This design comes from an exercise in tuning for a short achievable clock period and few clock cycles per item on the open sky130 flow, not from production work.
Where RTL was checked, it was by simulation tests only, not by an equivalence proof against the original.
No functional check of the RTL was part of runs 4 to 6.
Power is estimated from default activity; no workload was simulated.

==> flow/design.v <==
package avalon_pkg;
    typedef logic [32-1:0] bus_word_t;
    typedef logic [31:0] bus_addr_t;           
    typedef logic [16-1:0] burst_cnt_t;  
    localparam int BYTES_PER_WORD = 32 / 8;
endpackage
package dma_pkg;
    typedef struct packed {
        logic [31:0] control;
        logic [31:0] pkt_begin;      
        logic [31:0] pkt_end;        
        logic [31:0] write_address;  
    } wr_desc_t;
    localparam int CTRL_IRQ_EN = 0;
    typedef enum logic [1:0] {
        st_idle,
        st_run,   
        st_done   
    } wr_state_t;
endpackage
module sync_fifo #(
    parameter int width = 32,
    parameter int depth_log2 = 4
) (
    input  logic     clk,
    input  logic     reset,
    input  logic     push,
    input  logic [width-1:0] din,
    output logic     full,
    input  logic     pop,
    output logic [width-1:0] dout,
    output logic     empty
);
    localparam int depth = 1 << depth_log2;
    logic [width-1:0]      mem [depth];
    logic [depth_log2-1:0] wr_ptr;
    logic [depth_log2-1:0] rd_ptr;
    logic [depth_log2:0]   count;  
    logic                  do_push;
    logic                  do_pop;
    assign full    = count[depth_log2];
    assign empty   = (count == '0);
    assign do_push = push && !full;  
    assign do_pop  = pop && !empty;
    always_ff @(posedge clk) begin
        if (!reset) begin
            wr_ptr <= '0;
            rd_ptr <= '0;
            count  <= '0;
        end else begin
            if (do_push) begin
                wr_ptr <= wr_ptr + 1'b1;
            end
            if (do_pop) begin
                rd_ptr <= rd_ptr + 1'b1;
            end
            case ({do_push, do_pop})
                2'b10:   count <= count + 1'b1;
                2'b01:   count <= count - 1'b1;
                default: count <= count;
            endcase
        end
    end
    always_ff @(posedge clk) begin
        if (do_push) begin
            mem[wr_ptr] <= din;
        end
        if (do_pop) begin
            dout <= mem[rd_ptr];
        end
    end
endmodule
module desc_dispatcher (
    input  logic              clk,
    input  logic              reset,
    input  logic              desc_empty,
    output logic              desc_pop,
    input  dma_pkg::wr_desc_t desc,
    input  logic              wr_busy,
    input  logic              wr_done,
    output logic              start,
    output dma_pkg::wr_desc_t start_desc,
    output logic [15:0]       xfer_count,
    output logic [15:0]       drop_count
);
    typedef enum logic [1:0] {
        disp_idle,
        disp_check,  
        disp_wait    
    } disp_state_t;
    disp_state_t state;
    logic [31:0] byte_len;
    logic        desc_ok;
    assign byte_len = desc.pkt_end - desc.pkt_begin;
    assign desc_ok = (desc.pkt_end > desc.pkt_begin)
                  && (desc.pkt_begin[1:0] == 2'b00)
                  && (desc.pkt_end[1:0] == 2'b00)
                  && (byte_len <= 255 * 4);
    assign desc_pop = (state == disp_idle) && !wr_busy && !desc_empty;
    assign start      = (state == disp_check) && desc_ok;
    assign start_desc = desc;
    always_ff @(posedge clk) begin
        if (!reset) begin
            state      <= disp_idle;
            xfer_count <= '0;
            drop_count <= '0;
        end else begin
            case (state)
                disp_idle: begin
                    if (desc_pop) begin
                        state <= disp_check;
                    end
                end
                disp_check: begin
                    if (desc_ok) begin
                        state <= disp_wait;
                    end else begin
                        drop_count <= drop_count + 16'd1;  
                        state      <= disp_idle;
                    end
                end
                disp_wait: begin
                    if (wr_done) begin
                        xfer_count <= xfer_count + 16'd1;
                        state      <= disp_idle;
                    end
                end
                default: state <= disp_idle;
            endcase
        end
    end
endmodule
module wr_burst_master (
    input  logic                  clk,
    input  logic                  reset,
    input  logic                  start,
    input  dma_pkg::wr_desc_t     start_desc,
    output logic                  busy,
    output logic                  done,
    output logic                  done_irq,
    output logic                  data_pop,
    input  logic                  data_empty,
    input  avalon_pkg::bus_word_t data_q,
    output avalon_pkg::bus_addr_t avm_address,
    output avalon_pkg::bus_word_t avm_writedata,
    output logic                  avm_write,
    output avalon_pkg::burst_cnt_t avm_burstcount,
    input  logic                  avm_waitrequest
);
    dma_pkg::wr_state_t   state;
    avalon_pkg::bus_addr_t   addr_q;
    avalon_pkg::burst_cnt_t  burst_q;
    avalon_pkg::burst_cnt_t  fetch_left;  
    avalon_pkg::burst_cnt_t  beats_left;  
    logic        irq_q;
    avalon_pkg::bus_word_t   hold_data;
    logic        hold_valid;
    logic        pend;        
    logic        accept;
    logic        move;
    logic [31:0] byte_len;
    avalon_pkg::burst_cnt_t  word_cnt;
    assign byte_len = start_desc.pkt_end - start_desc.pkt_begin;
    assign word_cnt = avalon_pkg::burst_cnt_t'(byte_len / avalon_pkg::BYTES_PER_WORD);
    assign avm_address    = addr_q;
    assign avm_burstcount = burst_q;
    assign avm_write      = hold_valid;
    assign avm_writedata  = hold_data;
    assign accept = hold_valid && !avm_waitrequest;
    assign move = pend && (!hold_valid || accept);
    assign data_pop = (state == dma_pkg::st_run) && (fetch_left != '0) && !data_empty
                   && (!pend || move);
    assign busy     = (state != dma_pkg::st_idle);
    assign done     = (state == dma_pkg::st_done);
    assign done_irq = done && irq_q;
    always_ff @(posedge clk) begin
        if (!reset) begin
            state      <= dma_pkg::st_idle;
            fetch_left <= '0;
            beats_left <= '0;
            irq_q      <= 1'b0;
            hold_valid <= 1'b0;
            pend       <= 1'b0;
        end else begin
            case (state)
                dma_pkg::st_idle: begin
                    if (start) begin
                        state      <= dma_pkg::st_run;
                        fetch_left <= word_cnt;
                        beats_left <= word_cnt;
                        irq_q      <= start_desc.control[dma_pkg::CTRL_IRQ_EN];
                    end
                end
                dma_pkg::st_run: begin
                    if (data_pop) begin
                        fetch_left <= fetch_left - 1'b1;
                    end
                    if (accept) begin
                        beats_left <= beats_left - 1'b1;
                        if (beats_left == avalon_pkg::burst_cnt_t'(1)) begin
                            state <= dma_pkg::st_done;  
                        end
                    end
                end
                dma_pkg::st_done: state <= dma_pkg::st_idle;
                default: state <= dma_pkg::st_idle;
            endcase
            if (move) begin
                hold_valid <= 1'b1;
            end else if (accept) begin
                hold_valid <= 1'b0;
            end
            if (data_pop) begin
                pend <= 1'b1;  
            end else if (move) begin
                pend <= 1'b0;
            end
        end
    end
    always_ff @(posedge clk) begin
        if ((state == dma_pkg::st_idle) && start) begin
            addr_q  <= start_desc.write_address;
            burst_q <= word_cnt;
        end
        if (move) begin
            hold_data <= data_q;
        end
    end
endmodule
module dma_write_top (
    input  logic                   clk,
    input  logic                   reset,
    input  logic                   desc_push,
    input  logic [31:0]            desc_control,
    input  logic [31:0]            desc_pkt_begin,
    input  logic [31:0]            desc_pkt_end,
    input  logic [31:0]            desc_write_address,
    output logic                   desc_full,
    input  logic                   data_push,
    input  avalon_pkg::bus_word_t  data_in,
    output logic                   data_full,
    output avalon_pkg::bus_addr_t  avm_address,
    output avalon_pkg::bus_word_t  avm_writedata,
    output logic                   avm_write,
    output avalon_pkg::burst_cnt_t avm_burstcount,
    input  logic                   avm_waitrequest,
    output logic                   busy,
    output logic                   done_irq,
    output logic [15:0]            xfer_count,
    output logic [15:0]            drop_count
);
    localparam int DQ = 8;  
    localparam int XQ = 8;  
    localparam int DQW = 3;  
    localparam int XQW = 3;  
    logic        di_v;
    logic        di_irq;
    logic [31:0] di_beg, di_end, di_adr;
    always_ff @(posedge clk) begin
        di_irq <= desc_control[dma_pkg::CTRL_IRQ_EN];
        di_beg <= desc_pkt_begin;
        di_end <= desc_pkt_end;
        di_adr <= desc_write_address;
        if (!reset) di_v <= 1'b0;
        else        di_v <= desc_push && !desc_full;
    end
    logic [10:0] lo_diff;
    logic [22:0] beg_hi_p1;
    assign lo_diff   = {1'b0, di_end[9:0]} - {1'b0, di_beg[9:0]};
    assign beg_hi_p1 = {1'b0, di_beg[31:10]} + 23'd1;
    logic        ck_v, ck_irq, ck_b, ck_al, ck_eq, ck_eq1, ck_nz, ck_one;
    logic [7:0]  ck_cnt;
    logic [31:0] ck_adr;
    always_ff @(posedge clk) begin
        ck_irq <= di_irq;
        ck_adr <= di_adr;
        ck_cnt <= lo_diff[9:2];
        ck_b   <= lo_diff[10];
        ck_al  <= (di_beg[1:0] == 2'b00) && (di_end[1:0] == 2'b00);
        ck_eq  <= (di_end[31:10] == di_beg[31:10]);
        ck_eq1 <= ({1'b0, di_end[31:10]} == beg_hi_p1);
        ck_nz  <= (lo_diff[9:2] != 8'd0);
        ck_one <= (lo_diff[9:2] == 8'd1);
        if (!reset) ck_v <= 1'b0;
        else        ck_v <= di_v;
    end
    logic ck_ok, dq_push, ck_drop;
    assign ck_ok   = ck_al && (ck_b ? ck_eq1 : (ck_eq && ck_nz));
    assign dq_push = ck_v && ck_ok;
    assign ck_drop = ck_v && !ck_ok;
    always_ff @(posedge clk) begin
        if (!reset)       drop_count <= 16'd0;
        else if (ck_drop) drop_count <= drop_count + 16'd1;
    end
    logic [31:0] dq_adr [DQ];
    logic [7:0]  dq_cnt [DQ];
    logic [DQ-1:0] dq_irq, dq_one;
    logic [DQ-1:0] dq_wp, dq_rp;    
    logic [DQW:0] dq_n;      
    logic        dq_ne;
    logic [DQW:0] d_occ;     
    logic [31:0] dh_adr;
    logic [7:0]  dh_cnt;
    logic        dh_irq, dh_one;
    always_comb begin
        dh_adr = '0;
        dh_cnt = '0;
        dh_irq = 1'b0;
        dh_one = 1'b0;
        for (int i = 0; i < DQ; i++) begin
            dh_adr = dh_adr | (dq_adr[i] & {32{dq_rp[i]}});
            dh_cnt = dh_cnt | (dq_cnt[i] & {8{dq_rp[i]}});
            dh_irq = dh_irq | (dq_irq[i] & dq_rp[i]);
            dh_one = dh_one | (dq_one[i] & dq_rp[i]);
        end
    end
    logic        xi_v;
    logic [31:0] xi_d;
    logic [31:0] xq_d [XQ];
    logic [XQ-1:0] xq_wp, xq_rp;
    logic [XQW:0] xq_n;
    logic        xq_ne;
    logic [XQW:0] x_occ;
    logic [31:0] xh_d;
    always_comb begin
        xh_d = '0;
        for (int i = 0; i < XQ; i++) xh_d = xh_d | (xq_d[i] & {32{xq_rp[i]}});
    end
    logic        cur_v, cur_irq, cur_last;
    logic [31:0] cur_adr;
    logic [7:0]  cur_cnt, cur_left;
    logic        sv, s_last, s_irq;
    logic [31:0] s_adr, s_d;
    logic [7:0]  s_cnt;
    logic        ov, o_last, o_irq;
    logic [31:0] o_adr, o_d;
    logic [7:0]  o_cnt;
    logic fire, load, hold, acc;
    assign fire = cur_v && xq_ne && !sv;
    assign load = dq_ne && (!cur_v || (fire && cur_last));
    assign hold = ov && avm_waitrequest;
    assign acc  = ov && !avm_waitrequest;
    always_ff @(posedge clk) begin
        for (int i = 0; i < DQ; i++) begin
            if (dq_push && dq_wp[i]) begin
                dq_adr[i] <= ck_adr;
                dq_cnt[i] <= ck_cnt;
                dq_irq[i] <= ck_irq;
                dq_one[i] <= ck_one;
            end
        end
    end
    logic [DQW:0] dq_n_nx, d_base;
    assign dq_n_nx = dq_n + {{DQW{1'b0}}, dq_push} - {{DQW{1'b0}}, load};
    assign d_base  = d_occ - {{DQW{1'b0}}, load} - {{DQW{1'b0}}, ck_drop};
    logic d_full_push, d_full_nopush, d_inc;
    assign d_full_push   = (d_base >= (DQW+1)'(DQ - 1));
    assign d_full_nopush = (d_base >= (DQW+1)'(DQ));
    assign d_inc         = desc_push && !desc_full;
    always_ff @(posedge clk) begin
        if (!reset) begin
            dq_wp     <= DQ'(1);
            dq_rp     <= DQ'(1);
            dq_n      <= '0;
            dq_ne     <= 1'b0;
            d_occ     <= '0;
            desc_full <= 1'b0;
        end else begin
            if (dq_push) dq_wp <= {dq_wp[DQ-2:0], dq_wp[DQ-1]};
            if (load)    dq_rp <= {dq_rp[DQ-2:0], dq_rp[DQ-1]};
            dq_n      <= dq_n_nx;
            dq_ne     <= (dq_n_nx != '0);
            d_occ     <= d_base + {{DQW{1'b0}}, d_inc};
            desc_full <= d_inc ? d_full_push : d_full_nopush;
        end
    end
    always_ff @(posedge clk) begin
        xi_d <= data_in;
        if (!reset) xi_v <= 1'b0;
        else        xi_v <= data_push && !data_full;
        for (int i = 0; i < XQ; i++) begin
            if (xi_v && xq_wp[i]) xq_d[i] <= xi_d;
        end
    end
    logic [XQW:0] xq_n_nx, x_base;
    assign xq_n_nx = xq_n + {{XQW{1'b0}}, xi_v} - {{XQW{1'b0}}, fire};
    assign x_base  = x_occ - {{XQW{1'b0}}, fire};
    logic x_full_push, x_full_nopush, x_inc;
    assign x_full_push   = (x_base >= (XQW+1)'(XQ - 1));
    assign x_full_nopush = (x_base >= (XQW+1)'(XQ));
    assign x_inc         = data_push && !data_full;
    always_ff @(posedge clk) begin
        if (!reset) begin
            xq_wp     <= XQ'(1);
            xq_rp     <= XQ'(1);
            xq_n      <= '0;
            xq_ne     <= 1'b0;
            x_occ     <= '0;
            data_full <= 1'b0;
        end else begin
            if (xi_v) xq_wp <= {xq_wp[XQ-2:0], xq_wp[XQ-1]};
            if (fire) xq_rp <= {xq_rp[XQ-2:0], xq_rp[XQ-1]};
            xq_n      <= xq_n_nx;
            xq_ne     <= (xq_n_nx != '0);
            x_occ     <= x_base + {{XQW{1'b0}}, x_inc};
            data_full <= x_inc ? x_full_push : x_full_nopush;
        end
    end
    always_ff @(posedge clk) begin
        if (load) begin
            cur_adr  <= dh_adr;
            cur_cnt  <= dh_cnt;
            cur_irq  <= dh_irq;
            cur_left <= dh_cnt;
            cur_last <= dh_one;
        end else if (fire) begin
            cur_left <= cur_left - 8'd1;
            cur_last <= (cur_left == 8'd2);
        end
        if (!reset) cur_v <= 1'b0;
        else        cur_v <= load || (cur_v && !(fire && cur_last));
    end
    always_ff @(posedge clk) begin
        if (!sv) begin
            s_d    <= xh_d;
            s_adr  <= cur_adr;
            s_cnt  <= cur_cnt;
            s_last <= cur_last;
            s_irq  <= cur_irq;
        end
        if (!reset) sv <= 1'b0;
        else        sv <= hold && (sv || fire);
    end
    always_ff @(posedge clk) begin
        if (!hold) begin
            o_d    <= sv ? s_d    : xh_d;
            o_adr  <= sv ? s_adr  : cur_adr;
            o_cnt  <= sv ? s_cnt  : cur_cnt;
            o_last <= sv ? s_last : cur_last;
            o_irq  <= sv ? s_irq  : cur_irq;
        end
        if (!reset) begin
            ov         <= 1'b0;
            busy       <= 1'b0;
            done_irq   <= 1'b0;
            xfer_count <= 16'd0;
        end else begin
            ov       <= hold || sv || fire;
            busy     <= hold || sv || fire || (cur_v && !(fire && cur_last)) || load;
            done_irq <= acc && o_last && o_irq;
            if (acc && o_last) xfer_count <= xfer_count + 16'd1;
        end
    end
    assign avm_write      = ov;
    assign avm_address    = o_adr;
    assign avm_writedata  = o_d;
    assign avm_burstcount = {8'd0, o_cnt};
endmodule
==> flow/run.sh <==
#!/bin/bash
# synth_recipe.tcl (not shown) runs the flow's synth.tcl, then flattens the netlist and writes it again
# the make line also repeats each setting of config.mk as NAME=value (left out here)
make -C /OpenROAD-flow-scripts/flow DESIGN_CONFIG=/design/flow/config.mk WORK_HOME=/design/flow/orfs CLKGATE_MAP_FILE= SYNTH_SCRIPT=/design/flow/synth_recipe.tcl finish
==> flow/config.mk <==
export PLATFORM = sky130hd
export DESIGN_NAME = dma_write_top
export DESIGN_NICKNAME = dma_write_top
export VERILOG_FILES = /design/flow/design.v
export SDC_FILE = /design/flow/constraint.sdc
export NUM_CORES = 4
export LEC_CHECK = 0
export CAP_MARGIN = 20
export CORE_MARGIN = 2
export CORE_UTILIZATION = 40
export SLEW_MARGIN = 20
==> flow/constraint.sdc <==
create_clock -name core_clock -period 5.0 [get_ports {clk}]
set_input_delay 1.0000 -clock core_clock [delete_from_list [all_inputs] [get_ports {clk}]]
set_output_delay 1.0000 -clock core_clock [all_outputs]
set_load 0.01 [all_outputs]
==> notes.md, run 1 <==
max-slew violations=0; Buffers on Ports=242; clock tree buffer depth=3; Final Cycle Share=68.4%; sequential element share of the synthesized area=79.0%; largest net degree at the start of global routing=45; top_reg_cell synth=edfxtp_1; reg2reg start=sv; crit path kind=reg -> reg; Avg Inst Size Synth=16.4 sq um; first-pass GRT wire length=120 mm; CTS Sinks=1058; R2R setup slack=1580 ps; Post-CTS Setup Bufs=0; leading cell type in the layout, fill and taps excluded=edfxtp_1; FF-to-FF End=xq_ne; PwrDens=504 nW/um^2; critical path required time=5550 ps; CP Capture Type=flop; setup violation total in the final timing report=0; max-cap violation count=0; drt total wl=79.9 mm; worst vdd ir=0.363 mV; Placed Instance Area=39600 sq um; Placed Cells=3531; Final Hold Fails=0; setup TNS=0 ps; drt initial violations=1419; number of global-route vias before repair=20000; cts hold-fix bufs=0; core area=88600 sq um; Synth cell types=61; clk latency of the worst-skew pair=680 ps; skew final=72.9 ps; Worst Path Arrival=3980 ps; largest fanout on the critical path=34; fillers=7414; clock root buffer=clkbuf_16; DIE AREA=92100 sq um; TritonCTS buffer count=106; post-CTS sizing=0; Ports=282; RD Place Congestion=0.777; Via density=5.26; number of flops mapped to enable cells by yosys=716; Die X=303 microns; Worst slew margin=27.5%; unrepaired setup endpoints after global routing=no; Regs by FF count=dq_adr x256, xq_d x256, dq_cnt x64; number of routed nets with antenna violations=0; Mapped Cells=2194; H-tree levels=3; Pleak=14.6 nW; clock transition at the registers of the reported paths=60 ps; Rows=109; routed via count=19700; Yosys reg bits=1058; post-route cell area=43200 sq um; initial antenna violation count=2; startpoint types=flop; yosys warns=4; Setup crit start=sv; Design Power=21.8 mW; post-placement setup slack=1510 ps; synthesized area=35900 sq um; DRC=0; critical path endpoint=xq_ne; Die H=303 microns; hold-critical path depth=0; final cell count without fillers=3734; routed len/inst=21.4 microns; Area Growth Syn to Fin=20.6%; Initial Util=40.5%; fmax=292 MHz; nets=2673; post-route minimum period=3420 ps; worst slew pin tran=1090 ps; DP HPWL=45.2 mm; Total Routing Usage GR=17.3%; grt ovf=0; path type of the worst min-delay path=reg -> reg; Fin Hold WS=326 ps; worst setup margin=1580 ps; CTS tree=done; drt first pass iters=5; layout cells sized above 1=12.5%; run status=finished clean; FFs w/ async S/R, synth=0%; most frequent cells in the layout=716 x edfxtp_1, 325 x dfxtp_1, 297 x a22oi_1, 242 x clkdlybuf4s50_1, 109 x clkbuf_16; Final Util=48.8%; Register-to-Register Path Depth=11
worst max-delay path, cell delays in order (launching register included):
cell and delay (ps):
dfxtp_4 340, buf_4 520, or2_2 340, clkinv_1 280
ha_1 360, inv_1 50, ha_1 150, inv_1 60
fa_1 390, xor2_1 180, nor2_1 70, or4_1 530
per-layer routing:
| metal | track usage, % | vias up | part of all wire, % |
|---|---|---|---|
| li1 | - | 8990 | - |
| met1 | 22.0 | 9889 | 41 |
| met2 | 29.7 | 662 | 50 |
| met3 | 3.33 | 114 | 6.5 |
| met4 | 5.45 | 0 | 2.3 |
| met5 | 0 | - | 0 |
how the worst min path moves through the flow:
stage | endpoint | slack (ps) | startpoint
after global placement | ck_adr[25] | 310 | di_adr[25]
after global routing | ck_adr[23] | 330 | di_adr[23]
after floorplan | ck_adr[0] | 310 | di_adr[0]
after detailed placement | ck_adr[18] | 310 | di_adr[18]
after CTS | ck_adr[18] | 330 | di_adr[18]
final | ck_adr[23] | 330 | di_adr[23]
cell usage after synthesis (4+ instances only):
library cell	n	area, sq um
nand3_1	22	110
buf_1	18	67.6
xor2_1	37	324
mux2i_1	6	60.1
nand2_1	91	342
or3_1	11	68.8
ha_1	31	388
a31oi_1	4	25.0
nand4_1	92	576
and3_1	10	62.6
edfxtp_1	716	21500
nor3_1	15	75.1
nor4_1	5	31.3
nor2b_1	6	37.5
mux2_2	74	833
nor2_1	61	229
nor3b_1	4	30.0
a21oi_1	59	295
clkbuf_1	81	304
inv_1	52	195
a22oi_1	297	2230
and2_1	22	138
dfxtp_1	342	6850
or4_1	5	37.5
a21o_1	9	67.6
xnor2_1	41	359
o21ai_0	22	110
buf_4	8	60.1
report_power, final:
| part | switching [mW] | leakage [nW] | internal (mW) |
|---|---|---|---|
| combinational | 1.43 | 3.36 | 1.32 |
| clock | 3.30 | 1.77 | 4.68 |
| sequential | 0.529 | 9.46 | 10.5 |
| total | 5.26 | 14.6 | 16.5 |
logic make-up after synthesis:
kind of cell	count (synthesis)	share of synthesized area (%)
adder cells (fa/ha/maj)	34	1.25
flip-flops	1058	79.0
AND/OR/NAND/NOR	365	5.38
AO/OA/AOI/OAI	411	8.05
multiplexers	80	2.49
buffers and inverters	166	1.84
other	1	0.0105
XOR/XNOR	79	1.97
layout make-up:
type | count | area, sq um | area share [%]
clock buffer | 140 | 2930 | 6.78
multi-input combinational | 977 | 6920 | 16.0
antenna | 1 | 2.50 | 0.00579
inverter | 54 | 203 | 0.469
timing repair buffer | 277 | 2690 | 6.21
tap | 1165 | 1460 | 3.37
clock inverter | 62 | 681 | 1.57
sequential | 1058 | 28400 | 65.6
Testbench counts, summed over its fixed seeds: cycles 34,223, items 2,400.
==> inputs of run 2 (changes only) <==
--- a/flow/config.mk
+++ b/flow/config.mk
@@ -9,3 +9,4 @@
 export CORE_MARGIN = 2
 export CORE_UTILIZATION = 40
+export SETUP_SLACK_MARGIN = 3.0
 export SLEW_MARGIN = 20
==> run 2 against run 1 <==
Still clean on timing, DRC and antenna. Sequential cell count is the same. Sequential power about the same. Sequential share of layout area fell by 4.1 points. Cell count grew 4.1%. Count of clock-buffer cells in the layout up 17. Setup slack improved by 950 ps. Register-to-register slack improved by 950 ps. Global-route usage is 1.9 points higher. Via count is 5.6% higher. Worst hold slack got worse by 14 ps. Largest power group unchanged.
==> notes.md, run 2 <==
run status=finished clean; setup violation total in the final timing report=0 (unchanged); Design Power=22.1 mW (+1.5%); Final Hold Fails=0 (unchanged); path type of the worst min-delay path=reg -> reg; grt ovf=0 (unchanged); fillers=7045 (-5.0%); slowest CP cell=fa_1; setup TNS=0 ps (unchanged); Worst Path Arrival=3030 ps (-950 ps); clk latency of the worst-skew pair=700 ps (+20 ps); most frequent cell after synthesis=edfxtp_1; H-tree levels=3 (unchanged); DR WL met2=44.9 mm (+12%); worst vdd ir=0.329 mV (-9.3%); nets=2827 (+5.8%); largest stage delay on the critical path=530 ps (about the same); cell taking the most area after synthesis=edfxtp_1; Buffers on Ports=242 (unchanged); clock root buffer=clkbuf_16; Synth top area share=59.9% (unchanged); post-route minimum period=2470 ps (-948 ps); highest metal used=met4; Rows=109 (unchanged); most frequent cells in the layout=716 x edfxtp_1, 297 x a22oi_1, 273 x dfxtp_1, 132 x clkdlybuf4s50_1, 123 x clkbuf_16; dominant cells by area after synthesis=edfxtp_1 60%, dfxtp_1 19%, a22oi_1 6.2%; RD Place Congestion=0.743 (-4.4%); critical path required time=5560 ps (about the same); drt total wl=90.5 mm (+13%); Die X=303 microns (unchanged); clock transition at the registers of the reported paths=60 ps (about the same); Mapped Cells=2194 (unchanged); top_reg_cell synth=edfxtp_1; routed via count=20800 (+5.6%); startpoint types=flop; max-slew violations=0 (unchanged); Worst slew margin=27.0% (-0.49 points); Met3 Wirelength=6.41 mm (+24%); cts hold-fix bufs=0 (unchanged); DIE AREA=92100 sq um (unchanged); DRC=0 (unchanged); PwrDens=478 nW/um^2 (-5.2%); number of global-route vias before repair=20800 (+3.9%); Regs by FF count=dq_adr x256, xq_d x256, dq_cnt x64; leading cell type in the layout, fill and taps excluded=edfxtp_1; Via density=5.34 (+1.5%); FFs w/ async S/R, synth=0% (unchanged); initial antenna violation count=0 (-2); Avg Inst Size Synth=16.4 sq um (unchanged); Diodes inserted=0 (-1); routed len/inst=23.3 microns (+8.9%); number of flops mapped to enable cells by yosys=716 (unchanged); clock tree buffer depth=3 (unchanged); Synth cell types=61 (unchanged); Total Routing Usage GR=19.1% (+1.9 points); CTS Sinks=1058 (unchanged); TritonCTS buffer count=107 (+0.94%); Final Cycle Share=49.5% (-19 points); yosys warns=4 (unchanged); Area Growth Syn to Fin=29.1%; Initial Util=40.5% (unchanged); drt first pass iters=5 (unchanged); first-pass GRT wire length=131 mm (+9.0%); Die H=303 microns (unchanged); worst slew pin tran=1090 ps (+7.28 ps); CTS tree=done; max-cap violation count=0 (unchanged); Ports=282 (unchanged); sequential element share of the synthesized area=79.0% (unchanged); skew final=48.7 ps (-24.2 ps); synthesized area=35900 sq um (unchanged); Pleak=16.0 nW (+9.8%); worst path cell trace=nor2b_4, nand2_2, nand2_4, nand2_8, inv_12, fa_1, inv_2, ha_4, xor2_4, ha_4, ha_4, xor2_1, nor2_1; layout cells sized above 1=25.9% (+13 points); crit path kind=reg -> reg; commonest cells in the netlist=716 x edfxtp_1, 342 x dfxtp_1, 297 x a22oi_1, 92 x nand4_1, 91 x nand2_1; DP HPWL=44.0 mm (-2.7%); drt initial violations=1700 (+20%); Yosys reg bits=1058 (unchanged); Top cell by count, worst path=ha_4; CP Capture Type=flop; Met1 Wirelength=36.4 mm (+10%); core area=88600 sq um (unchanged); unrepaired setup endpoints after global routing=yes; fmax=404 MHz (+38%); largest net degree at the start of global routing=77 (+71%); largest fanout on the critical path=4 (-88%); number of routed nets with antenna violations=0 (unchanged)
-- run 2: cell counts after synthesis --
Identical to the previous run, type by type.
-- run 2: worst paths after layout --
check	from	to	slack [ps]	cells past startpoint
min	di_adr[18]	ck_adr[18]	310	0
max reg2reg	cur_last	d_occ[2]	2530	13
min reg2reg	di_adr[18]	ck_adr[18]	310	0
max	cur_last	d_occ[2]	2530	13
-- run 2: what timing repair did --
item,in CTS,in global routing
cloned,38,15
gates resized for setup,696,64
buffers inserted,82,18
endpoints found under the setup margin,669,475
pin swaps,32,30
-- run 2: worst max-delay path: cells and delay by family, from the launching register on --
family	cells	cell delay, ps
adder cells (fa/ha/maj)	4	1110
AND/OR/NAND/NOR	5	440
flip-flops	1	360
XOR/XNOR	2	320
buffers and inverters	2	100
-- run 2: kinds of logic after synthesis --
family	share of synthesized area [%]
flip-flops	79.0
AO/OA/AOI/OAI	8.05
AND/OR/NAND/NOR	5.38
buffers and inverters	1.84
multiplexers	2.49
XOR/XNOR	1.97
adder cells (fa/ha/maj)	1.25
other	0.0105
-- run 2: through the flow --
stage / hold WS, ps / util [%] / cell area [sq um] / instances / worst slack [ps]
6_report: 312 / 52.3 / 46300 / 3886 / 2530
5_1_grt: 331 / 52.3 / 46300 / 3886 / 2410
4_1_cts: 312 / 51.4 / 45500 / 3853 / 2450
3_5_place_dp: 312 / 44.9 / 39800 / 3531 / 1470
3_3_place_gp: 310 / 44.9 / 39800 / 3531 / 1560
2_1_floorplan: 310 / - / 36100 / 2201 / 2330
-- run 2: area by class of cell --
| cell class | count | area, sq um | area share, % |
|---|---|---|---|
| Timing Repair inverter | 1 | 8.76 | 0.0189 |
| Tap cell | 1165 | 1460 | 3.15 |
| Clock buffer | 157 | 3090 | 6.67 |
| Multi-Input combinational cell | 978 | 7500 | 16.2 |
| Clock inverter | 45 | 517 | 1.12 |
| Sequential cell | 1058 | 28500 | 61.5 |
| Timing Repair Buffer | 428 | 4990 | 10.8 |
| Inverter | 54 | 272 | 0.586 |
-- run 2: metal layers --
| layer | GRT usage, % | vias to the layer above |
|---|---|---|
| met4 | 6.55 | 0 |
| met1 | 24.3 | 10500 |
| li1 | - | 9318 |
| met5 | 0 | - |
| met3 | 3.58 | 168 |
| met2 | 32.9 | 803 |
-- run 2: where the power goes --
part	internal (mW)	leakage (nW)	switching (mW)
logic	1.38	4.78	1.64
clock network	4.67	1.76	3.34
registers	10.5	9.49	0.559
total	16.6	16.0	5.54
==> inputs of run 3 (changes only) <==
--- a/flow/config.mk
+++ b/flow/config.mk
@@ -6,4 +6,5 @@
 export NUM_CORES = 4
 export LEC_CHECK = 0
+export ABC_CLOCK_PERIOD_IN_PS = 1500
 export CAP_MARGIN = 20
 export CORE_MARGIN = 2
==> run 3 against run 2 <==
Highest routed layer unchanged. Still clean. First-iteration DRC count did not move. Routed wire length did not move. Combinational power barely moved. Sequential power barely moved. Clock skew did not move. Critical endpoint unchanged.
==> notes.md, run 3 <==
DP HPWL=44.0 mm (unchanged); clock root buffer=clkbuf_16; CTS tree=done; min-delay src=di_adr[18]; nets=2827 (unchanged); number of routed nets with antenna violations=0 (unchanged); first-pass GRT wire length=131 mm (unchanged); met1 usage=24.3% (unchanged); drt total wl=90.5 mm (unchanged); setup violation total in the final timing report=0 (unchanged); Hold EP=ck_adr[18]; most frequent cells in the layout=716 x edfxtp_1, 297 x a22oi_1, 273 x dfxtp_1, 132 x clkdlybuf4s50_1, 123 x clkbuf_16; post-route cell area=46300 sq um (unchanged); worst path cell trace=nor2b_4, nand2_2, nand2_4, nand2_8, inv_12, fa_1, inv_2, ha_4, xor2_4, ha_4, ha_4, xor2_1, nor2_1; Avg Inst Size Synth=16.4 sq um (unchanged); Mapped Cells=2194 (unchanged); Placed Instance Area=39800 sq um (unchanged); path type of the worst min-delay path=reg -> reg; reg2reg start=cur_last; number of global-route vias before repair=20800 (unchanged); TritonCTS buffer count=107 (unchanged); largest net degree at the start of global routing=77 (unchanged); worst slew pin tran=1090 ps (unchanged); unrepaired setup endpoints after global routing=yes; drt initial violations=1700 (unchanged); run status=finished clean; worst path bufs/invs=2 (unchanged); drt first pass iters=5 (unchanged); Area Growth Syn to Fin=29.1% (unchanged); grt ovf=0 (unchanged); FFs w/ async S/R, synth=0% (unchanged); startpoint types=flop; cell taking the most area after synthesis=edfxtp_1; Yosys reg bits=1058 (unchanged); largest stage delay on the critical path=530 ps (about the same); Pleak=16.0 nW (unchanged); largest fanout on the critical path=4 (unchanged); Final Cycle Share=49.5% (unchanged); PwrDens=478 nW/um^2 (unchanged); met2 Resource Use GR=32.9% (unchanged); clock transition at the registers of the reported paths=60 ps (about the same); Ports=282 (unchanged); yosys warns=4 (unchanged); core area=88600 sq um (unchanged); max-slew violations=0 (unchanged); commonest cells in the netlist=716 x edfxtp_1, 342 x dfxtp_1, 297 x a22oi_1, 92 x nand4_1, 91 x nand2_1; critical path required time=5560 ps (about the same); hold-critical path depth=0 (unchanged); Die H=303 microns (unchanged); clk latency of the worst-skew pair=700 ps (about the same); most frequent cell after synthesis=edfxtp_1; Register-to-Register Path Depth=13 (unchanged); max-cap violation count=0 (unchanged); Crit path max-delay family=adder cells; Top cell by count, worst path=ha_4; routed via count=20800 (unchanged); FF-to-FF End=d_occ[2]; R2R setup slack=2530 ps (about the same); GR peak layer=met2; DIE AREA=92100 sq um (unchanged); setup TNS=0 ps (unchanged); sequential element share of the synthesized area=79.0% (unchanged); Diodes inserted=0 (unchanged); post-route minimum period=2470 ps (unchanged); leading cell type in the layout, fill and taps excluded=edfxtp_1; routed len/inst=23.3 microns (unchanged); Rows=109 (unchanged); initial antenna violation count=0 (unchanged); DRC=0 (unchanged); Via density=5.34 (unchanged); routing usage on met3=3.58% (unchanged); Die X=303 microns (unchanged); CTS Sinks=1058 (unchanged); synthesized area=35900 sq um (unchanged); top_reg_cell synth=edfxtp_1; Buffers on Ports=242 (unchanged); Final Hold Fails=0 (unchanged); number of flops mapped to enable cells by yosys=716 (unchanged); skew final=48.7 ps (unchanged); clock tree buffer depth=3 (unchanged); Synth cell types=61 (unchanged); CP Capture Type=flop; worst vdd ir=0.329 mV (unchanged); Regs by FF count=dq_adr x256, xq_d x256, dq_cnt x64; Synth top area share=59.9% (unchanged); Worst slew margin=27.0% (unchanged); dominant cells by area after synthesis=edfxtp_1 60%, dfxtp_1 19%, a22oi_1 6.2%; Worst Path Arrival=3030 ps (about the same); layout cells sized above 1=25.9% (unchanged); RD Place Congestion=0.743 (unchanged); Initial Util=40.5% (unchanged); Total Routing Usage GR=19.1% (unchanged); slowest CP cell=fa_1; H-tree levels=3 (unchanged); fmax=404 MHz (unchanged); crit path kind=reg -> reg
==> run 3: cell type report <==
class                   instances  area [sq um]
fillers                      7045         42300
flip-flops and latches       1058         28500
multi-input cells             978          7500
repair buffers                428          4990
clock buffers                 157          3090
well taps                    1165          1460
clock inverters                45           517
inverters                      54           272
repair inverters                1          8.76
==> run 3: worst max-delay path by stage <==
stage | to | depth (start not counted) | from | slack [ps]
floorplan | d_occ[1] | 13 | cur_last | 2330
global placement | d_occ[2] | 13 | sv | 1560
detailed placement | d_occ[2] | 13 | sv | 1470
CTS | d_occ[2] | 11 | ck_b | 2450
global route | d_occ[2] | 11 | ck_b | 2410
finish | d_occ[2] | 13 | cur_last | 2530
==> run 3: worst reg2reg max path, delay by kind of cell (launching register included) <==
kind                     cells  cell delay, ps
adder cells (fa/ha/maj)      4            1120
AND/OR/NAND/NOR              5             450
flip-flops                   1             360
XOR/XNOR                     2             320
buffers and inverters        2             110
==> run 3: through the flow <==
stage	total power, mW	worst slack, ps	std cells	hold slack, ps	util [%]
6_report	22.1	2530	3886	312	52.3
5_1_grt	23.0	2410	3886	331	52.3
4_1_cts	22.1	2450	3853	312	51.4
3_5_place_dp	14.1	1470	3531	312	44.9
3_3_place_gp	14.0	1560	3531	310	44.9
2_1_floorplan	12.7	2330	2201	310	-
==> run 3: logic make-up (layout without fill, tap and decap cells) <==
kind of cell | Yosys count | in the layout | synth area share, %
compound gates | 411 | 411 | 8.05
xor+xnor | 79 | 79 | 1.97
fa+ha+maj | 34 | 34 | 1.25
buf+inv | 166 | 685 | 1.84
flops | 1058 | 1058 | 79.0
mux | 80 | 80 | 2.49
other cells | 1 | 8 | 0.0105
simple gates | 365 | 366 | 5.38
==> run 3: where the power goes <==
group / internal [mW] / total [mW] / switching (mW)
clock: 4.67 / 8.01 / 3.34
sequential: 10.5 / 11.1 / 0.559
combinational: 1.38 / 3.02 / 1.64
==> run 3: repair_timing <==
item / CTS / global route
buffers inserted: 82 / 18
cloned: 38 / 15
setup endpoints to repair: 669 / 475
hold buffers: 0 / 0
resized for setup: 696 / 64
pin swaps: 32 / 30
==> run 3: metal layers <==
metal / part of all wire, % / vias up
met3: 7.1 / 168
met1: 40 / 10500
met2: 50 / 803
met4: 3.1 / 0
met5: 0 / -
li1: - / 9318
==> inputs of run 4 (changes only) <==
--- a/flow/design.v
+++ b/flow/design.v
@@ -252,6 +252,4 @@
     localparam int DQ = 8;  
     localparam int XQ = 8;  
-    localparam int DQW = 3;  
-    localparam int XQW = 3;  
     logic        di_v;
     logic        di_irq;
@@ -266,41 +264,58 @@
     end
     logic [10:0] lo_diff;
-    logic [22:0] beg_hi_p1;
-    assign lo_diff   = {1'b0, di_end[9:0]} - {1'b0, di_beg[9:0]};
-    assign beg_hi_p1 = {1'b0, di_beg[31:10]} + 23'd1;
-    logic        ck_v, ck_irq, ck_b, ck_al, ck_eq, ck_eq1, ck_nz, ck_one;
-    logic [7:0]  ck_cnt;
-    logic [31:0] ck_adr;
-    always_ff @(posedge clk) begin
-        ck_irq <= di_irq;
-        ck_adr <= di_adr;
-        ck_cnt <= lo_diff[9:2];
-        ck_b   <= lo_diff[10];
-        ck_al  <= (di_beg[1:0] == 2'b00) && (di_end[1:0] == 2'b00);
-        ck_eq  <= (di_end[31:10] == di_beg[31:10]);
-        ck_eq1 <= ({1'b0, di_end[31:10]} == beg_hi_p1);
-        ck_nz  <= (lo_diff[9:2] != 8'd0);
-        ck_one <= (lo_diff[9:2] == 8'd1);
-        if (!reset) ck_v <= 1'b0;
-        else        ck_v <= di_v;
-    end
-    logic ck_ok, dq_push, ck_drop;
-    assign ck_ok   = ck_al && (ck_b ? ck_eq1 : (ck_eq && ck_nz));
-    assign dq_push = ck_v && ck_ok;
-    assign ck_drop = ck_v && !ck_ok;
+    assign lo_diff = {1'b0, di_end[9:0]} - {1'b0, di_beg[9:0]};
+    logic        c1_v, c1_irq, c1_b, c1_al, c1_eq;
+    logic [7:0]  c1_cnt;
+    logic [21:0] c1_end_hi;
+    logic [22:0] c1_beg_hi_p1;
+    logic [31:0] c1_adr;
+    always_ff @(posedge clk) begin
+        c1_irq       <= di_irq;
+        c1_adr       <= di_adr;
+        c1_cnt       <= lo_diff[9:2];
+        c1_b         <= lo_diff[10];
+        c1_al        <= (di_beg[1:0] == 2'b00) && (di_end[1:0] == 2'b00);
+        c1_eq        <= (di_end[31:10] == di_beg[31:10]);
+        c1_end_hi    <= di_end[31:10];
+        c1_beg_hi_p1 <= {1'b0, di_beg[31:10]} + 23'd1;
+        if (!reset) c1_v <= 1'b0;
+        else        c1_v <= di_v;
+    end
+    logic        c2_v, c2_ok, c2_irq, c2_one;
+    logic [7:0]  c2_cnt;
+    logic [31:0] c2_adr;
+    always_ff @(posedge clk) begin
+        c2_irq <= c1_irq;
+        c2_adr <= c1_adr;
+        c2_cnt <= c1_cnt;
+        c2_one <= (c1_cnt == 8'd1);
+        c2_ok  <= c1_al && (c1_b ? ({1'b0, c1_end_hi} == c1_beg_hi_p1)
+                                 : (c1_eq && (c1_cnt != 8'd0)));
+        if (!reset) c2_v <= 1'b0;
+        else        c2_v <= c1_v;
+    end
+    logic dq_push, c2_drop;
+    assign dq_push = c2_v && c2_ok;
+    assign c2_drop = c2_v && !c2_ok;
     always_ff @(posedge clk) begin
         if (!reset)       drop_count <= 16'd0;
-        else if (ck_drop) drop_count <= drop_count + 16'd1;
+        else if (c2_drop) drop_count <= drop_count + 16'd1;
     end
-    logic [31:0] dq_adr [DQ];
-    logic [7:0]  dq_cnt [DQ];
+    logic [31:0]   dq_adr [DQ];
+    logic [7:0]    dq_cnt [DQ];
     logic [DQ-1:0] dq_irq, dq_one;
     logic [DQ-1:0] dq_wp, dq_rp;    
-    logic [DQW:0] dq_n;      
-    logic        dq_ne;
-    logic [DQW:0] d_occ;     
+    logic [DQ-1:0] dq_n;            
+    logic [DQ-1:0] d_occ;           
+    logic [31:0]   xi_d;
+    logic          xi_v;
+    logic [31:0]   xq_d [XQ];
+    logic [XQ-1:0] xq_wp, xq_rp;
+    logic [XQ-1:0] xq_n;
+    logic [XQ-1:0] x_occ;
     logic [31:0] dh_adr;
     logic [7:0]  dh_cnt;
     logic        dh_irq, dh_one;
+    logic [31:0] xh_d;
     always_comb begin
         dh_adr = '0;
@@ -314,14 +329,4 @@
             dh_one = dh_one | (dq_one[i] & dq_rp[i]);
         end
-    end
-    logic        xi_v;
-    logic [31:0] xi_d;
-    logic [31:0] xq_d [XQ];
-    logic [XQ-1:0] xq_wp, xq_rp;
-    logic [XQW:0] xq_n;
-    logic        xq_ne;
-    logic [XQW:0] x_occ;
-    logic [31:0] xh_d;
-    always_comb begin
         xh_d = '0;
         for (int i = 0; i < XQ; i++) xh_d = xh_d | (xq_d[i] & {32{xq_rp[i]}});
@@ -337,6 +342,6 @@
     logic [7:0]  o_cnt;
     logic fire, load, hold, acc;
-    assign fire = cur_v && xq_ne && !sv;
-    assign load = dq_ne && (!cur_v || (fire && cur_last));
+    assign fire = cur_v && xq_n[0] && !sv;
+    assign load = dq_n[0] && (!cur_v || (fire && cur_last));
     assign hold = ov && avm_waitrequest;
     assign acc  = ov && !avm_waitrequest;
@@ -344,18 +349,21 @@
         for (int i = 0; i < DQ; i++) begin
             if (dq_push && dq_wp[i]) begin
-                dq_adr[i] <= ck_adr;
-                dq_cnt[i] <= ck_cnt;
-                dq_irq[i] <= ck_irq;
-                dq_one[i] <= ck_one;
+                dq_adr[i] <= c2_adr;
+                dq_cnt[i] <= c2_cnt;
+                dq_irq[i] <= c2_irq;
+                dq_one[i] <= c2_one;
             end
         end
     end
-    logic [DQW:0] dq_n_nx, d_base;
-    assign dq_n_nx = dq_n + {{DQW{1'b0}}, dq_push} - {{DQW{1'b0}}, load};
-    assign d_base  = d_occ - {{DQW{1'b0}}, load} - {{DQW{1'b0}}, ck_drop};
-    logic d_full_push, d_full_nopush, d_inc;
-    assign d_full_push   = (d_base >= (DQW+1)'(DQ - 1));
-    assign d_full_nopush = (d_base >= (DQW+1)'(DQ));
-    assign d_inc         = desc_push && !desc_full;
+    logic [DQ-1:0] d_base;
+    always_comb begin
+        case ({load, c2_drop})
+            2'b00:   d_base = d_occ;
+            2'b11:   d_base = {2'b00, d_occ[DQ-1:2]};
+            default: d_base = {1'b0, d_occ[DQ-1:1]};
+        endcase
+    end
+    logic d_inc;
+    assign d_inc = desc_push && !desc_full;
     always_ff @(posedge clk) begin
         if (!reset) begin
@@ -363,5 +371,4 @@
             dq_rp     <= DQ'(1);
             dq_n      <= '0;
-            dq_ne     <= 1'b0;
             d_occ     <= '0;
             desc_full <= 1'b0;
@@ -369,40 +376,42 @@
             if (dq_push) dq_wp <= {dq_wp[DQ-2:0], dq_wp[DQ-1]};
             if (load)    dq_rp <= {dq_rp[DQ-2:0], dq_rp[DQ-1]};
-            dq_n      <= dq_n_nx;
-            dq_ne     <= (dq_n_nx != '0);
-            d_occ     <= d_base + {{DQW{1'b0}}, d_inc};
-            desc_full <= d_inc ? d_full_push : d_full_nopush;
+            case ({dq_push, load})
+                2'b10:   dq_n <= {dq_n[DQ-2:0], 1'b1};
+                2'b01:   dq_n <= {1'b0, dq_n[DQ-1:1]};
+                default: dq_n <= dq_n;
+            endcase
+            d_occ     <= d_inc ? {d_base[DQ-2:0], 1'b1} : d_base;
+            desc_full <= d_inc ? d_base[DQ-2] : d_base[DQ-1];
         end
     end
+    logic x_inc;
+    assign x_inc = data_push && !data_full;
     always_ff @(posedge clk) begin
         xi_d <= data_in;
-        if (!reset) xi_v <= 1'b0;
-        else        xi_v <= data_push && !data_full;
         for (int i = 0; i < XQ; i++) begin
             if (xi_v && xq_wp[i]) xq_d[i] <= xi_d;
         end
     end
-    logic [XQW:0] xq_n_nx, x_base;
-    assign xq_n_nx = xq_n + {{XQW{1'b0}}, xi_v} - {{XQW{1'b0}}, fire};
-    assign x_base  = x_occ - {{XQW{1'b0}}, fire};
-    logic x_full_push, x_full_nopush, x_inc;
-    assign x_full_push   = (x_base >= (XQW+1)'(XQ - 1));
-    assign x_full_nopush = (x_base >= (XQW+1)'(XQ));
-    assign x_inc         = data_push && !data_full;
+    logic [XQ-1:0] x_base;
+    assign x_base = fire ? {1'b0, x_occ[XQ-1:1]} : x_occ;
     always_ff @(posedge clk) begin
         if (!reset) begin
+            xi_v      <= 1'b0;
             xq_wp     <= XQ'(1);
             xq_rp     <= XQ'(1);
             xq_n      <= '0;
-            xq_ne     <= 1'b0;
             x_occ     <= '0;
             data_full <= 1'b0;
         end else begin
+            xi_v <= x_inc;
             if (xi_v) xq_wp <= {xq_wp[XQ-2:0], xq_wp[XQ-1]};
             if (fire) xq_rp <= {xq_rp[XQ-2:0], xq_rp[XQ-1]};
-            xq_n      <= xq_n_nx;
-            xq_ne     <= (xq_n_nx != '0);
-            x_occ     <= x_base + {{XQW{1'b0}}, x_inc};
-            data_full <= x_inc ? x_full_push : x_full_nopush;
+            case ({xi_v, fire})
+                2'b10:   xq_n <= {xq_n[XQ-2:0], 1'b1};
+                2'b01:   xq_n <= {1'b0, xq_n[XQ-1:1]};
+                default: xq_n <= xq_n;
+            endcase
+            x_occ     <= x_inc ? {x_base[XQ-2:0], 1'b1} : x_base;
+            data_full <= x_inc ? x_base[XQ-2] : x_base[XQ-1];
         end
     end
@@ -432,4 +441,5 @@
         else        sv <= hold && (sv || fire);
     end
+    logic [15:0] xfer_p1;  
     always_ff @(posedge clk) begin
         if (!hold) begin
@@ -445,9 +455,13 @@
             done_irq   <= 1'b0;
             xfer_count <= 16'd0;
+            xfer_p1    <= 16'd1;
         end else begin
             ov       <= hold || sv || fire;
             busy     <= hold || sv || fire || (cur_v && !(fire && cur_last)) || load;
             done_irq <= acc && o_last && o_irq;
-            if (acc && o_last) xfer_count <= xfer_count + 16'd1;
+            if (acc && o_last) begin
+                xfer_count <= xfer_p1;
+                xfer_p1    <= xfer_p1 + 16'd1;
+            end
         end
     end
--- a/flow/config.mk
+++ b/flow/config.mk
@@ -6,8 +6,7 @@
 export NUM_CORES = 4
 export LEC_CHECK = 0
-export ABC_CLOCK_PERIOD_IN_PS = 1500
 export CAP_MARGIN = 20
 export CORE_MARGIN = 2
 export CORE_UTILIZATION = 40
-export SETUP_SLACK_MARGIN = 3.0
+export SETUP_SLACK_MARGIN = 3.5
 export SLEW_MARGIN = 20
==> run 4 against run 3 <==
Clock power is 7.6% higher. Final area is 9.6% higher. Highest routed layer is now met5. Core utilization is 1.2 points higher. Register-to-register slack better by 430 ps. Clock skew is 8.6 ps lower. Maximum frequency is 4.2% higher. Sequential share of layout area is 0.80 points lower. Critical path type is now reg -> out. Cell count is 9.6% higher. Die area is 6.9% higher.
==> notes.md, run 4 <==
CTS Sinks=1172 (+11%); routed len/inst=24.7 microns (+6.1%); Comb pwr share=1.9% (-12 points); CP Capture Type=output pin; Clk network pwr share=44.0% (+7.8 points); crit path kind=reg -> out; Area Growth Syn to Fin=32.2%; worst vdd ir=0.308 mV (-6.6%); R2R setup slack=2960 ps (+430 ps); post-placement setup slack=1600 ps (+128 ps); number of global-route vias before repair=23000 (+11%); dominant cells by area after synthesis=edfxtp_1 56%, dfxtp_1 24%, a22oi_1 5.9%; max-slew violations=0 (unchanged); post-route cell area=50800 sq um (+9.6%); FFs w/ async S/R, synth=0% (unchanged); Regs by FF count=dq_adr x256, xq_d x256, dq_cnt x64; DIE AREA=98500 sq um (+6.9%); max-cap violation count=0 (unchanged); fmax=421 MHz (+4.2%); DRC=0 (unchanged); unrepaired setup endpoints after global routing=yes; Design Power=19.6 mW (-11%); setup violation total in the final timing report=0 (unchanged); Die X=314 microns (+3.4%); top_reg_cell synth=edfxtp_1; Final Hold Fails=0 (unchanged); Hold EP=c2_adr[14]; Placed Instance Area=42400 sq um (+6.6%); drt initial violations=2168 (+28%); clock tree buffer depth=3 (unchanged); most frequent cell after synthesis=edfxtp_1; Yosys reg bits=1172 (+11%); Initial Util=40.4% (-0.060 points); worst path cell trace=buf_2; sw frac=20.7% (-4.3 points); critical path required time=4000 ps (-1560 ps); Worst Path Arrival=1370 ps (-1660 ps); largest net degree at the start of global routing=57 (-26%); routed via count=23000 (+11%); Register-to-Register Path Depth=11 (-2); hold-critical path depth=0 (unchanged); core area=95000 sq um (+7.2%); Final Cycle Share=47.5% (-2.0 points); H-tree levels=3 (unchanged); Via density=5.39 (+1.0%); slowest CP cell=edfxtp_1; Ports=282 (unchanged); part of the power in registers=54.1% (+4.0 points); largest fanout on the critical path=1 (-3); Total Routing Usage GR=19.7% (+0.54 points); Placed Cells=3791 (+7.4%); min-delay src=c1_adr[14]; number of flops mapped to enable cells by yosys=716 (unchanged); net switching power=4.06 mW (-27%); Diodes inserted=0 (unchanged); Internal Pwr Total=15.5 mW (-6.4%); cts hold-fix bufs=0 (unchanged); CTS tree=done; run status=finished clean; worst slew pin tran=629 ps (-466 ps); Avg Inst Size Synth=16.2 sq um (-0.89%); Rows=113 (+3.7%); drt first pass iters=6 (+1); nets=3078 (+8.9%); synthesized area=38400 sq um (+7.0%); Pleak=17.8 nW (+11%); Die H=314 microns (+3.4%); PwrDens=386 nW/um^2 (-19%); Synth cell types=56 (-8.2%); reg2reg start=sv; clock transition at the registers of the reported paths=60 ps (about the same); Worst slew margin=58.0% (+31 points); FF-to-FF End=d_occ[3]; sequential element share of the synthesized area=79.8% (+0.76 points); Crit path max-delay family=flip-flops; fillers=7489 (+6.3%); startpoint types=flop; worst path bufs/invs=1 (-1); leading cell type in the layout, fill and taps excluded=edfxtp_1; largest stage delay on the critical path=490 ps (-40 ps); TritonCTS buffer count=116 (+8.4%); drt total wl=105 mm (+16%); Synth top area share=56.0% (-3.9 points); Buffers on Ports=242 (unchanged); DP HPWL=46.1 mm (+4.8%); cell taking the most area after synthesis=edfxtp_1; Mapped Cells=2369 (+8.0%); worst setup margin=2630 ps (+99.4 ps); grt ovf=0 (unchanged); skew final=40.1 ps (-8.59 ps); commonest cells in the netlist=716 x edfxtp_1, 456 x dfxtp_1, 301 x a22oi_1, 115 x nand2_1, 100 x nor2_1; layout cells sized above 1=31.1% (+5.2 points); path type of the worst min-delay path=reg -> reg; most frequent cells in the layout=716 x edfxtp_1, 381 x dfxtp_1, 235 x a22oi_1, 135 x clkbuf_16, 130 x clkdlybuf4s50_1; final cell count without fillers=4259 (+9.6%); number of routed nets with antenna violations=0 (unchanged); RD Place Congestion=0.771 (+3.8%); setup TNS=0 ps (unchanged); post-route minimum period=2370 ps (-99.4 ps); yosys warns=4 (unchanged); initial antenna violation count=4 (+4); clock root buffer=clkbuf_16; first-pass GRT wire length=144 mm (+10%); clk latency of the worst-skew pair=720 ps (+20 ps)
## run 4: cell families after synthesis
family | synth area share [%]
other cells | 0.00977
compound gates | 7.80
mux | 2.46
simple gates | 5.48
xor+xnor | 2.33
fa+ha+maj | 0.587
flops | 79.8
buf+inv | 1.56
## run 4: final cells by class
type	instances	area (sq um)	area share (%)
tap	1265	1580	3.12
clock inverter	50	523	1.03
sequential	1172	30800	60.7
timing repair inverter	4	71.3	0.141
inverter	26	160	0.316
clock buffer	167	3330	6.56
timing repair buffer	479	5410	10.7
multi-input combinational	1096	8870	17.5
## run 4: repair_timing
action                                  in CTS  in global routing
cloned                                      51                 24
endpoints found under the setup margin    1088                557
buffers inserted                           117                 59
pin swaps                                   49                106
gates resized for setup                    752                273
## run 4: power by group through the flow
stage               registers [mW]  clock network, mW  logic [mW]
global route                  10.6               9.18       0.406
floorplan                     10.7                  0       0.171
finish                        10.6               8.62       0.376
detailed placement            10.8                  0       0.335
global placement              10.8                  0       0.331
CTS                           10.6               8.78       0.356
## run 4: worst max-delay path by stage
stage | start | end | depth (start not counted)
final | o_cnt[6] | avm_burstcount[6] | 1
after global routing | o_cnt[2] | avm_burstcount[2] | 1
after CTS | o_cnt[6] | avm_burstcount[6] | 1
after detailed placement | sv | d_occ[6] | 10
after global placement | sv | d_occ[6] | 10
after floorplan | avm_waitrequest | xfer_p1[5] | 5
## run 4: per-stage QoR
step,hold slack (ps),util (%)
6_report,323,53.4
5_1_grt,328,53.4
4_1_cts,325,51.2
3_5_place_dp,312,44.6
3_3_place_gp,312,44.6
2_1_floorplan,310,-
## run 4: layer usage
layer	vias up	GRT usage (%)	wire (microns)
met1	11500	23.6	39900
li1	10200	-	-
met3	224	3.93	8350
met5	-	0	13
met2	1052	34.8	53300
met4	2	7.42	3730
==> inputs of run 5 (changes only) <==
--- a/flow/config.mk
+++ b/flow/config.mk
@@ -9,4 +9,4 @@
 export CORE_MARGIN = 2
 export CORE_UTILIZATION = 40
-export SETUP_SLACK_MARGIN = 3.5
+export SETUP_SLACK_MARGIN = 3.0
 export SLEW_MARGIN = 20
==> run 5 against run 4 <==
Still clean on timing, DRC and antenna. Critical path depth stayed put. Worst hold slack worse by 0.62 ps. Clock skew increased by 21 ps. Combinational power is 14% lower. Final area decreased by 8.5%. Sequential share of layout area rose by 5.5 points. Core utilization fell by 4.6 points. Total power increased by 0.88%. Critical path type unchanged. Largest cell class unchanged. Largest power group unchanged. Highest routed layer unchanged.
==> notes.md, run 5 <==
run status=finished clean; Met1 Wirelength=36.6 mm (-8.3%); routed via count=20900 (-8.9%); slowest CP cell=edfxtp_1; post-route minimum period=2420 ps (+43.5 ps); RD Place Congestion=0.777 (+0.82%); Avg Inst Size Synth=16.2 sq um (unchanged); skew final=61.3 ps (+21.2 ps); number of flops mapped to enable cells by yosys=716 (unchanged); DR WL met2=43.1 mm (-19%); highest metal used=met5; routed len/inst=21.3 microns (-14%); largest fanout on the critical path=1 (unchanged); DRC=0 (unchanged); max-slew violations=0 (unchanged); drt first pass iters=7 (+1); DP HPWL=46.4 mm (+0.64%); Via density=5.17 (-4.2%); CP Capture Type=output pin; Synth cell types=56 (unchanged); leading cell type in the layout, fill and taps excluded=edfxtp_1; Yosys reg bits=1172 (unchanged); sequential element share of the synthesized area=79.8% (unchanged); path type of the worst min-delay path=reg -> reg; core area=95000 sq um (unchanged); cell taking the most area after synthesis=edfxtp_1; Buffers on Ports=242 (unchanged); Met3 Wirelength=4.87 mm (-42%); Setup crit start=o_d[27]; worst path bufs/invs=1 (unchanged); Pleak=15.9 nW (-11%); setup violation total in the final timing report=0 (unchanged); startpoint types=flop; Worst Path Arrival=1420 ps (+50 ps); unrepaired setup endpoints after global routing=yes; largest stage delay on the critical path=510 ps (+20 ps); clock transition at the registers of the reported paths=60 ps (about the same); Diodes inserted=0 (unchanged); Synth top area share=56.0% (unchanged); Fin Hold WS=322 ps (-0.617 ps); Regs by FF count=dq_adr x256, xq_d x256, dq_cnt x64; worst slew pin tran=1100 ps (+468 ps); Crit path max-delay family=flip-flops; drt initial violations=1714 (-21%); clk latency of the worst-skew pair=710 ps (about the same); layout cells sized above 1=19.3% (-12 points); Initial Util=40.4% (unchanged); Mapped Cells=2369 (unchanged); number of global-route vias before repair=21400 (-7.3%); CTS Sinks=1172 (unchanged); first-pass GRT wire length=129 mm (-10%); cts hold-fix bufs=0 (unchanged); clock root buffer=clkbuf_16; Final Cycle Share=48.3% (+0.87 points); Worst slew margin=26.9% (-31 points); fillers=7992 (+6.7%); min-delay src=c1_adr[8]; largest net degree at the start of global routing=50 (-12%); setup TNS=0 ps (unchanged); critical path required time=4000 ps (about the same); most frequent cells in the layout=716 x edfxtp_1, 400 x dfxtp_1, 301 x a22oi_1, 131 x clkdlybuf4s50_1, 120 x clkbuf_16; TritonCTS buffer count=116 (unchanged); most frequent cell after synthesis=edfxtp_1; commonest cells in the netlist=716 x edfxtp_1, 456 x dfxtp_1, 301 x a22oi_1, 115 x nand2_1, 100 x nor2_1; nets=2863 (-7.0%); dominant cells by area after synthesis=edfxtp_1 56%, dfxtp_1 24%, a22oi_1 5.9%; fmax=414 MHz (-1.8%); worst path cell trace=buf_2; drt total wl=86.3 mm (-18%); reg2reg start=c2_v; synthesized area=38400 sq um (unchanged); number of routed nets with antenna violations=0 (unchanged); worst vdd ir=0.320 mV (+4.2%); Die X=314 microns (unchanged); FFs w/ async S/R, synth=0% (unchanged); initial antenna violation count=2 (-2); Die H=314 microns (unchanged); Area Growth Syn to Fin=20.9%; Total Routing Usage GR=17.3% (-2.4 points); yosys warns=4 (unchanged); crit path kind=reg -> out; post-placement setup slack=1750 ps (+150 ps); top_reg_cell synth=edfxtp_1; CTS tree=done; grt ovf=0 (unchanged); PwrDens=425 nW/um^2 (+10%); clock tree buffer depth=3 (unchanged); DIE AREA=98500 sq um (unchanged); Final Hold Fails=0 (unchanged); max-cap violation count=0 (unchanged); H-tree levels=3 (unchanged); Rows=113 (unchanged); Ports=282 (unchanged); worst setup margin=2580 ps (-43.5 ps)
run 5: path summary, 6_finish.rpt:
check | end | slack, ps | depth (start not counted)
min reg2reg | c2_adr[8] | 320 | 0
max | avm_writedata[27] | 2580 | 1
min | c2_adr[8] | 320 | 0
max reg2reg | d_occ[6] | 3110 | 9
run 5: repair_timing:
| item | in CTS | in global routing |
|---|---|---|
| setup endpoints to repair | 454 | 127 |
| gates cloned | 3 | 0 |
| setup buffers | 28 | 9 |
| resized for setup | 565 | 16 |
| endpoints found under the hold margin | 0 | 0 |
| pin swaps | 2 | 0 |
run 5: metrics by stage:
stage	std cells	utilization, %	area, sq um	power, mW
after floorplan	2376	-	38500	10.9
after global placement	3787	44.4	42200	11.1
after detailed placement	3787	44.4	42200	11.1
after CTS	4038	48.8	46300	20.0
after global routing	4047	48.9	46400	20.4
final	4047	48.9	46400	19.8
run 5: cells by family after synthesis:
kind of cell	synth area share [%]
buffers and inverters	1.56
flip-flops	79.8
adder cells (fa/ha/maj)	0.587
XOR/XNOR	2.33
other	0.00977
AND/OR/NAND/NOR	5.48
multiplexers	2.46
AO/OA/AOI/OAI	7.80
run 5: report_power, final:
part           leakage, nW  switching, mW  internal, mW
sequential            10.4          0.157          10.4
combinational         3.55          0.137         0.185
clock                 1.97           3.65          5.19
total                 15.9           3.95          15.8
run 5: cell type report:
| type | instances | area, sq um | area share (%) |
|---|---|---|---|
| clock buffers | 148 | 3260 | 7.02 |
| flip-flops and latches | 1172 | 30700 | 66.2 |
| clock inverters | 72 | 732 | 1.58 |
| inverters | 26 | 136 | 0.294 |
| repair buffers | 304 | 2630 | 5.67 |
| multi-input cells | 1060 | 7360 | 15.8 |
| well taps | 1265 | 1580 | 3.41 |
run 5: routing by layer:
layer | GRT usage (%) | up-vias
met4 | 5.13 | 2
li1 | - | 9633
met5 | 0 | -
met2 | 29.6 | 581
met1 | 22.2 | 10600
met3 | 3.36 | 115
==> inputs of run 6 (changes only) <==
--- a/flow/design.v
+++ b/flow/design.v
@@ -250,6 +250,6 @@
     output logic [15:0]            drop_count
 );
-    localparam int DQ = 8;  
-    localparam int XQ = 8;  
+    localparam int DQ = 4;  
+    localparam int XQ = 4;  
     logic        di_v;
     logic        di_irq;
@@ -443,5 +443,11 @@
     logic [15:0] xfer_p1;  
     always_ff @(posedge clk) begin
-        if (!hold) begin
+        if (!reset) begin
+            o_d    <= '0;
+            o_adr  <= '0;
+            o_cnt  <= '0;
+            o_last <= 1'b0;
+            o_irq  <= 1'b0;
+        end else if (!hold) begin
             o_d    <= sv ? s_d    : xh_d;
             o_adr  <= sv ? s_adr  : cur_adr;
--- a/flow/config.mk
+++ b/flow/config.mk
@@ -9,4 +9,4 @@
 export CORE_MARGIN = 2
 export CORE_UTILIZATION = 40
-export SETUP_SLACK_MARGIN = 3.0
+export SETUP_SLACK_MARGIN = 3.5
 export SLEW_MARGIN = 20
==> run 6 against run 5 <==
Routed wire length down 29%. Clock skew fell by 40 ps. Non-clock buffer count is 80 higher. Count of clock-buffer cells in the layout shrank 21. Critical endpoint is now avm_address[3]. Worst hold slack gained 1.7 ps. Die area fell by 30%. Sequential power shrank 28%. Highest routed layer unchanged. Via count is 25% lower.
==> notes.md, run 6 <==
run status=finished clean; unrepaired setup endpoints after global routing=yes; Worst slew margin=61.6% (+35 points); Yosys reg bits=844 (-28%); yosys warns=4 (unchanged); largest net degree at the start of global routing=45 (-10%); Worst Path Arrival=1120 ps (-300 ps); CTS tree=done; initial antenna violation count=2 (unchanged); Crit path max-delay family=flip-flops; net switching power=3.19 mW (-19%); FFs w/ async S/R, synth=0% (unchanged); Synth top area share=38.7% (-17 points); drt initial violations=939 (-45%); startpoint types=flop; setup violation total in the final timing report=0 (unchanged); first-pass GRT wire length=90.3 mm (-30%); DIE AREA=69200 sq um (-30%); Ports=282 (unchanged); Area Growth Syn to Fin=33.5%; layout cells sized above 1=31.1% (+12 points); Internal Pwr Total=11.8 mW (-25%); most frequent cells in the layout=364 x dfxtp_1, 346 x edfxtp_1, 163 x nand2_1, 145 x a22oi_1, 131 x clkdlybuf4s50_1; worst path cell trace=buf_6; TritonCTS buffer count=87 (-25%); most frequent cell after synthesis=dfxtp_1; synthesized area=26900 sq um (-30%); clock transition at the registers of the reported paths=60 ps (about the same); Die H=263 microns (-16%); Mapped Cells=1818 (-23%); part of the power in registers=51.0% (-2.6 points); drt first pass iters=7 (unchanged); Rows=95 (-16%); commonest cells in the netlist=498 x dfxtp_1, 346 x edfxtp_1, 165 x nand2_1, 146 x a22oi_1, 76 x mux2_2; clock tree buffer depth=3 (unchanged); worst path bufs/invs=1 (unchanged); core area=66800 sq um (-30%); cts hold-fix bufs=0 (unchanged); nets=2402 (-16%); max-slew violations=0 (unchanged); cell taking the most area after synthesis=edfxtp_1; Total Routing Usage GR=16.8% (-0.50 points); Synth cell types=63 (+13%); Final Cycle Share=42.4% (-5.9 points); CTS Sinks=844 (-28%); sequential element share of the synthesized area=75.8% (-4.0 points); leading cell type in the layout, fill and taps excluded=dfxtp_1; DP HPWL=31.7 mm (-32%); worst vdd ir=0.262 mV (-18%); RD Place Congestion=0.786 (+1.2%); Placed Instance Area=30400 sq um (-28%); H-tree levels=3 (unchanged); clock root buffer=clkbuf_16; Avg Inst Size Synth=14.8 sq um (-8.8%); Comb pwr share=5.2% (+3.6 points); slowest CP cell=dfxtp_4; drt total wl=60.9 mm (-29%); number of routed nets with antenna violations=0 (unchanged); Regs by FF count=dq_adr x128, xq_d x128; top_reg_cell synth=dfxtp_1; Via density=4.95 (-4.3%); fmax=472 MHz (+14%); routed len/inst=19.3 microns (-9.6%); number of flops mapped to enable cells by yosys=346 (-52%); worst slew pin tran=576 ps (-520 ps); setup TNS=0 ps (unchanged); Final Hold Fails=0 (unchanged); fillers=5371 (-33%); Pleak=13.5 nW (-15%); skew final=21.1 ps (-40.1 ps); Diodes inserted=0 (unchanged); path type of the worst min-delay path=reg -> reg; Design Power=15.0 mW (-24%); Clk network pwr share=43.8% (-1.0 points); CP Capture Type=output pin; PwrDens=417 nW/um^2 (-1.9%); largest fanout on the critical path=2 (+1); sw frac=21.3% (+1.3 points); largest stage delay on the critical path=360 ps (-150 ps); number of global-route vias before repair=16100 (-25%); max-cap violation count=0 (unchanged); dominant cells by area after synthesis=edfxtp_1 39%, dfxtp_1 37%, a22oi_1 4.1%; critical path required time=4000 ps (about the same); crit path kind=reg -> out; DRC=0 (unchanged); Die X=263 microns (-16%); Buffers on Ports=242 (unchanged); clk latency of the worst-skew pair=640 ps (-70 ps); Initial Util=40.2% (-0.20 points); grt ovf=0 (unchanged); post-route cell area=35900 sq um (-23%); post-route minimum period=2120 ps (-297 ps); routed via count=15700 (-25%)
run 6: area by class of cell:
type	count	area, sq um	share of cell area (%)
repair buffers	384	4100	11.4
flip-flops and latches	844	20600	57.4
multi-input cells	872	6840	19.1
inverters	24	135	0.377
well taps	873	1090	3.04
repair inverters	6	105	0.293
clock inverters	35	497	1.38
clock buffers	127	2510	7.00
run 6: power groups by stage:
stage                     sequential (mW)  clock, mW  combinational, mW
final                                7.64       6.55              0.780
after global routing                 7.67       7.01              0.844
after CTS                            7.65       6.71              0.702
after detailed placement             7.78          0              0.615
after global placement               7.77          0              0.604
after floorplan                      7.72          0              0.362
run 6: final timing paths:
path                            startpoint        endpoint  slack [ps]  depth (start not counted)
worst max register to register          sv      cur_cnt[0]        3080                         10
worst max-delay path              o_adr[3]  avm_address[3]        2880                          1
worst min register to register   c1_adr[0]       c2_adr[0]         320                          0
worst min-delay path             c1_adr[0]       c2_adr[0]         320                          0
run 6: repair_timing:
item / in CTS / in global routing
gates resized for setup: 804 / 132
hold endpoints to repair: 0 / 0
buffers inserted: 80 / 41
pin swaps: 26 / 68
setup endpoints to repair: 687 / 362
gates cloned: 9 / 8
run 6: layer usage:
layer	GRT usage [%]	up-vias	share of wire [%]
li1	-	7407	-
met1	20.6	7741	43
met2	29.3	401	50
met3	3.22	102	4.8
met4	6.18	2	2.7
met5	0	-	0.011
run 6: metrics by stage:
step / utilization (%) / hold slack (ps) / instances / worst slack (ps)
2_1_floorplan: - / 310 / 1825 / 3060
3_3_place_gp: 45.4 / 310 / 2864 / 1490
3_5_place_dp: 45.4 / 312 / 2865 / 1450
4_1_cts: 52.1 / 326 / 3116 / 2830
5_1_grt: 53.7 / 331 / 3165 / 2840
6_report: 53.7 / 324 / 3165 / 2880
run 6: kinds of logic after synthesis:
family | Yosys count | share of synthesized area, %
other cells | 1 | 0.0140
xor+xnor | 104 | 3.39
fa+ha+maj | 18 | 0.838
buf+inv | 111 | 1.87
flops | 844 | 75.8
simple gates | 347 | 6.20
mux | 81 | 3.37
compound gates | 312 | 8.52

[static timing again, ports no longer ideal]
In the flow no input, the clock included, has a driving cell. The finished layouts below were timed again as built, in two steps. Step 1 sets driving cells, clkbuf_16 on the clock port and buf_2 on the other inputs (assumed; they add their load-dependent delay and slew). Step 2 times the ports against the registers' clock, not the clock port: input delays grow and output delays shrink by t, the midpoint of the rising clock arrivals with the driver on. a / b / c = ideal ports / drivers / drivers and shift; a / b = the first two.
run	t (ns)	setup WS [ns]
run 1	0.709	1.578 / 1.578 / 1.501
run 2	0.741	2.527 / 2.527 / 1.975
run 3	0.741	2.527 / 2.527 / 1.975
run 4	0.774	2.626 / 2.556 / 2.642
run 5	0.741	2.583 / 2.518 / 2.377
run 6	0.693	2.880 / 2.817 / 2.723
After both steps every run listed still meets setup and hold.
